What follows belongs to an exercise in optimizing a design on an open flow for small area; a production flow would make more cautious choices.
RTL that was checked went through simulation tests only; none was proved equivalent to the original.
Power and IR drop assume default switching activity.

red:
Design matrix_alu, start of the top module:
module matrix_alu (
    input  logic        clk,
    input  logic        reset,
    input  logic        start,
    input  logic [2:0]  op,
    input  logic [15:0] a,
    input  logic [15:0] b,
    input  logic [3:0]  scalar,
    output logic [35:0] result,
    output logic [8:0]  det,
    output logic        singular,
    output logic        done
);
    logic [2:0]  opr;       
    logic [15:0] ar;        
    logic [15:0] brx;       
    always_ff @(posedge clk) begin
        if (reset) done <= 1'b0;
        else       done <= start;
    end
    logic sel_b, sel_s, sel_t, sel_d, sel_o;
    assign sel_s = (op == 3'd2);
    assign sel_t = (op == 3'd4);
    assign sel_d = (op == 3'd5);
    assign sel_b = ~(sel_s | sel_t | sel_d);        
    assign sel_o = ~(sel_t | sel_d);                
    logic [15:0] b_in_x;
    for (genvar k = 0; k < 4; k++) begin : g_bin
        sel4 u_11 (.s({sel_b, sel_s, sel_t, sel_d}),
                   .d({b[12 + k], scalar[k], a[12 + k], a[k]}), .y(b_in_x[12 + k]));
        sel3_n u_12 (.s({sel_o, sel_t, sel_d}),
                     .d({b[8 + k], a[4 + k], a[8 + k]}), .y(b_in_x[8 + k]));
        sel3_n u_21 (.s({sel_o, sel_t, sel_d}),
                     .d({b[4 + k], a[8 + k], a[4 + k]}), .y(b_in_x[4 + k]));
        sel4 u_22 (.s({sel_b, sel_s, sel_t, sel_d}),
                   .d({b[k], scalar[k], a[k], a[12 + k]}), .y(b_in_x[k]));
    end
    always_ff @(posedge clk) begin
        if (reset) begin
            opr       <= 3'd7;
            ar[15:8]  <= 8'd0;
        end else if (start) begin
            opr       <= (op == 3'd7) ? 3'd6 : op;
            ar[15:8]  <= a[15:8];
        end
    end
    always_ff @(posedge clk) begin
        if (start) begin
            ar[7:0] <= a[7:0];
            brx     <= b_in_x;
        end
    end
    logic [3:0] a11, a12, a21, a22, b11, b12, b21, b22;
  ...
For scale: roughly 580 cells after synthesis, roughly 36 flip-flops, ~5700 um2 of cells after synthesis.
Settings: LEC_CHECK=0, CAP_MARGIN=20, CORE_MARGIN=2, CORE_UTILIZATION=40, SLEW_MARGIN=20, SYNTH_HIERARCHICAL=1; clock period 8.0 ns.
standard.sh (not shown) runs the stock make flow with config.mk's settings and CLKGATE_MAP_FILE= SYNTH_SCRIPT=/design/flow/synth_recipe.tcl, a recipe that flattens the netlist after the stock synthesis.
==> flow/flow/run.sh <==
#!/bin/bash
set -euo pipefail
cd "$(dirname "$0")/.."
export BUFFER_PORTS_ARGS="-buffer_cell sky130_fd_sc_hd__buf_1"
export CTS_ARGS="-sink_clustering_enable -repair_clock_nets -buf_list sky130_fd_sc_hd__clkbuf_4 -dont_use_dummy_load"
export GLOBAL_PLACEMENT_ARGS="-keep_resize_below_overflow 0"
bash standard.sh > standard.log 2>&1
red completed end to end with timing, DRC and antenna clean.
> inputs changed (red -> blue)
--- a/flow/design.v
+++ b/flow/design.v
@@ -102,19 +102,12 @@
     input  logic a,
     input  logic b,
     output logic y
 );
     assign y = a | b;
 endmodule
-module keep_gen (
-    input  logic op5,
-    input  logic zero,
-    output logic keep
-);
-    assign keep = ~(op5 & zero);
-endmodule
 `timescale 1ns/1ps
 module matrix_alu (
     input  logic        clk,
     input  logic        reset,
     input  logic        start,
     input  logic [2:0]  op,
@@ -669,18 +662,16 @@
     assign p21 = {p21_170, p21_168, p21_166, p21_160, p21_150, p21_138, p21_126, p21_118, p21_114};
     assign p22 = {p22_227, p22_225, p22_223, p22_217, p22_207, p22_195, p22_183, p22_175, p22_171};
     assign dv = {d_291, d_288, d_282, d_272, d_258, d_244, d_234, d_228};
     logic zero_det;
     assign zero_det = (dv == 8'd0);
     assign kill     = (opr == 3'd5) & zero_det;
-    logic [3:0]  keep;
+    logic        keep;
     logic [35:0] p_all;
-    for (genvar e = 0; e < 4; e++) begin : g_keep
-        keep_gen u_keep (.op5((opr == 3'd5)), .zero(zero_det), .keep(keep[e]));
-    end
+    assign keep  = ~kill;
     assign p_all = {p11, p12, p21, p22};
     for (genvar i = 0; i < 36; i++) begin : g_res
-        out_and u_and (.a(p_all[i]), .b(keep[i / 9]), .y(result[i]));
+        out_and u_and (.a(p_all[i]), .b(keep), .y(result[i]));
     end
     assign det      = {dv[7], dv};
     assign singular = zero_det & (opr != 3'd7);
 endmodule
[summary]
- Any difference in fraction of area in registers between red and blue is small enough to ignore.
- Sort blue and red by violation count after the first detailed-routing iteration desc -> top: blue
- Share of flip-flops with an asynchronous set or reset of blue is on par with red.
- Summary of blue over red: worst setup slack down 85 ps, sum of routed wire length over all layers has increased.
- ~same via count in blue and red
- blue ends up with a share of the yosys chip area belonging to registers that is 0.15 points higher than in red.
- Compared with red, in blue filler-free cell count of the finished design down 0.61%; portion of the layout cell area used by non-clock buffers up 0.15 points; global-route usage up 1.4 points; worst ir drop on vdd down 15%; synthesized cell count down 4.
The RTL of red was laid out without a check of its function.

---

matrix_alu, a different RTL version from the one above (not shown whole).
Size: roughly 610 cells after synthesis, ~36 flip-flops, ~6000 um^2 of cells after synthesis.
Settings: LEC_CHECK=0, CAP_MARGIN=20, CORE_MARGIN=2, CORE_UTILIZATION=40, SLEW_MARGIN=20, SYNTH_HIERARCHICAL=1; clock period 8.0 ns.
==> flow/flow/run.sh <==
#!/bin/bash
set -euo pipefail
cd "$(dirname "$0")/.."
export BUFFER_PORTS_ARGS="-buffer_cell sky130_fd_sc_hd__buf_1"
export CTS_ARGS="-sink_clustering_enable -repair_clock_nets -buf_list sky130_fd_sc_hd__clkbuf_4 -dont_use_dummy_load"
bash standard.sh > standard.log 2>&1
The starting point passed the timing, design-rule and antenna checks.
Then changed:
--- a/flow/design.v
+++ b/flow/design.v
@@ -72,82 +72,103 @@
 endmodule
 module out_and (
     input  logic a,
     input  logic b,
     output logic y
 );
     assign y = a & b;
 endmodule
+module sel4 (
+    input  logic [3:0] s,
+    input  logic [3:0] d,
+    output logic       y
+);
+    assign y = |(s & d);
+endmodule
+module sel3_n (
+    input  logic [2:0] s,
+    input  logic [2:0] d,
+    output logic       y
+);
+    assign y = ~|(s & d);
+endmodule
 `timescale 1ns/1ps
 module matrix_alu (
     input  logic        clk,
     input  logic        reset,
     input  logic        start,
     input  logic [2:0]  op,
     input  logic [15:0] a,
     input  logic [15:0] b,
     input  logic [3:0]  scalar,
     output logic [35:0] result,
     output logic [8:0]  det,
     output logic        singular,
     output logic        done
 );
     logic [2:0]  opr;       
     logic [15:0] ar;        
-    logic [15:0] br;        
+    logic [15:0] brx;       
     always_ff @(posedge clk) begin
         if (reset) done <= 1'b0;
         else       done <= start;
     end
-    logic [15:0] b_in;
-    always_comb begin
-        case (op)
-            3'd1:    b_in = ~b;
-            3'd2:    b_in = {scalar, b[11:4], scalar};
-            3'd4:    b_in = {a[15:12], a[7:4], a[11:8], a[3:0]};
-            3'd5:    b_in = {a[3:0], ~a[11:8], ~a[7:4], a[15:12]};
-            default: b_in = b;
-        endcase
+    logic sel_b, sel_s, sel_t, sel_d, sel_o;
+    assign sel_s = (op == 3'd2);
+    assign sel_t = (op == 3'd4);
+    assign sel_d = (op == 3'd5);
+    assign sel_b = ~(sel_s | sel_t | sel_d);        
+    assign sel_o = ~(sel_t | sel_d);                
+    logic [15:0] b_in_x;
+    for (genvar k = 0; k < 4; k++) begin : g_bin
+        sel4 u_11 (.s({sel_b, sel_s, sel_t, sel_d}),
+                   .d({b[12 + k], scalar[k], a[12 + k], a[k]}), .y(b_in_x[12 + k]));
+        sel3_n u_12 (.s({sel_o, sel_t, sel_d}),
+                     .d({b[8 + k], a[4 + k], a[8 + k]}), .y(b_in_x[8 + k]));
+        sel3_n u_21 (.s({sel_o, sel_t, sel_d}),
+                     .d({b[4 + k], a[8 + k], a[4 + k]}), .y(b_in_x[4 + k]));
+        sel4 u_22 (.s({sel_b, sel_s, sel_t, sel_d}),
+                   .d({b[k], scalar[k], a[k], a[12 + k]}), .y(b_in_x[k]));
     end
     always_ff @(posedge clk) begin
         if (reset) begin
             opr       <= 3'd7;
             ar[15:8]  <= 8'd0;
         end else if (start) begin
             opr       <= (op == 3'd7) ? 3'd6 : op;
             ar[15:8]  <= a[15:8];
         end
     end
     always_ff @(posedge clk) begin
         if (start) begin
             ar[7:0] <= a[7:0];
-            br      <= b_in;
+            brx     <= b_in_x;
         end
     end
     logic [3:0] a11, a12, a21, a22, b11, b12, b21, b22;
     assign {a11, a12, a21, a22} = ar;
-    assign {b11, b12, b21, b22} = br;
+    assign {b11, b12, b21, b22} = {brx[15:12], ~brx[11:4], brx[3:0]};
     logic f01, f23, f3, en, cin_d, cin_o, kill;
     assign f01   = (opr[2:1] == 2'b00);
     assign f23   = (opr[2:1] == 2'b01);
     assign f3    = (opr == 3'd3);
     assign en    = ~opr[1];
     assign cin_d = (opr == 3'd1);
     assign cin_o = (opr[1:0] == 2'b01);
     logic [3:0] y11, y12, y21, y22;
     assign y11 = ({4{f23}} & b11) | {3'b000, f01};
     assign y22 = ({4{f23}} & b22) | {3'b000, f01};
     assign y12 = {4{f3}} & b12;
     assign y21 = {4{f3}} & b21;
     logic [3:0] v11, v12, v21, v22;
-    assign v11 = {4{en}} & b11;
-    assign v12 = {4{en}} & b12;
-    assign v21 = {4{en}} & b21;
-    assign v22 = {4{en}} & b22;
+    assign v11 = {4{en}} & (b11 ^ {4{cin_d}});
+    assign v12 = {4{en}} & (b12 ^ {4{cin_o}});
+    assign v21 = {4{en}} & (b21 ^ {4{cin_o}});
+    assign v22 = {4{en}} & (b22 ^ {4{cin_d}});
     logic [8:0] p11, p12, p21, p22;
     logic [7:0] dv;
     wire [3:0] a11_n = ~a11;
     wire [3:0] a12_n = ~a12;
     wire [3:0] a21_n = ~a21;
     wire [3:0] a22_n = ~a22;
     wire [3:0] y11_n = ~y11;
     wire [3:0] y12_n = ~y12;
What happened: The changed run completed with no timing, DRC or antenna violations. Non-clock buffer count rose by 4. Clock power went down by 5.0%. Core utilization went up by 0.66 points. Register-to-register slack is better by 0.33 ns. Global-route usage went down by 0.17 points.
For the first run of this note, only the layout was checked, not whether the RTL still works.

-- what the ideal ports hide --
The flow's constraints put no driver on any port. The routed layouts listed below were extracted and timed again, unchanged, in two steps. Step 1 sets driving cells, clkbuf_16 on the clock port and buf_2 on the other inputs (assumed; they add their load-dependent delay and slew). Step 2 adds t to the input delays and takes it off the output delays; t is the mean of the earliest and latest rising clock arrival at the registers after step 1. Input paths then give back, and output paths get back, about the clock's delay inside the block. Slacks: no drivers / after step 1 / after step 2; pairs: no drivers / after step 1.
| run | t, ns | setup WS [ns] | worst setup path after step 2 |
|---|---|---|---|
| red | 0.342 | 0.573 / 0.551 / 0.892 | register to output |
| blue | 0.321 | 0.487 / 0.467 / 0.788 | register to output |
| the first run of note 2 | 0.350 | 0.458 / 0.433 / 0.783 | register to output |
| the second run of note 2 | 0.337 | 0.521 / 0.499 / 0.836 | register to output |
After both steps setup and hold are still met in every run listed.
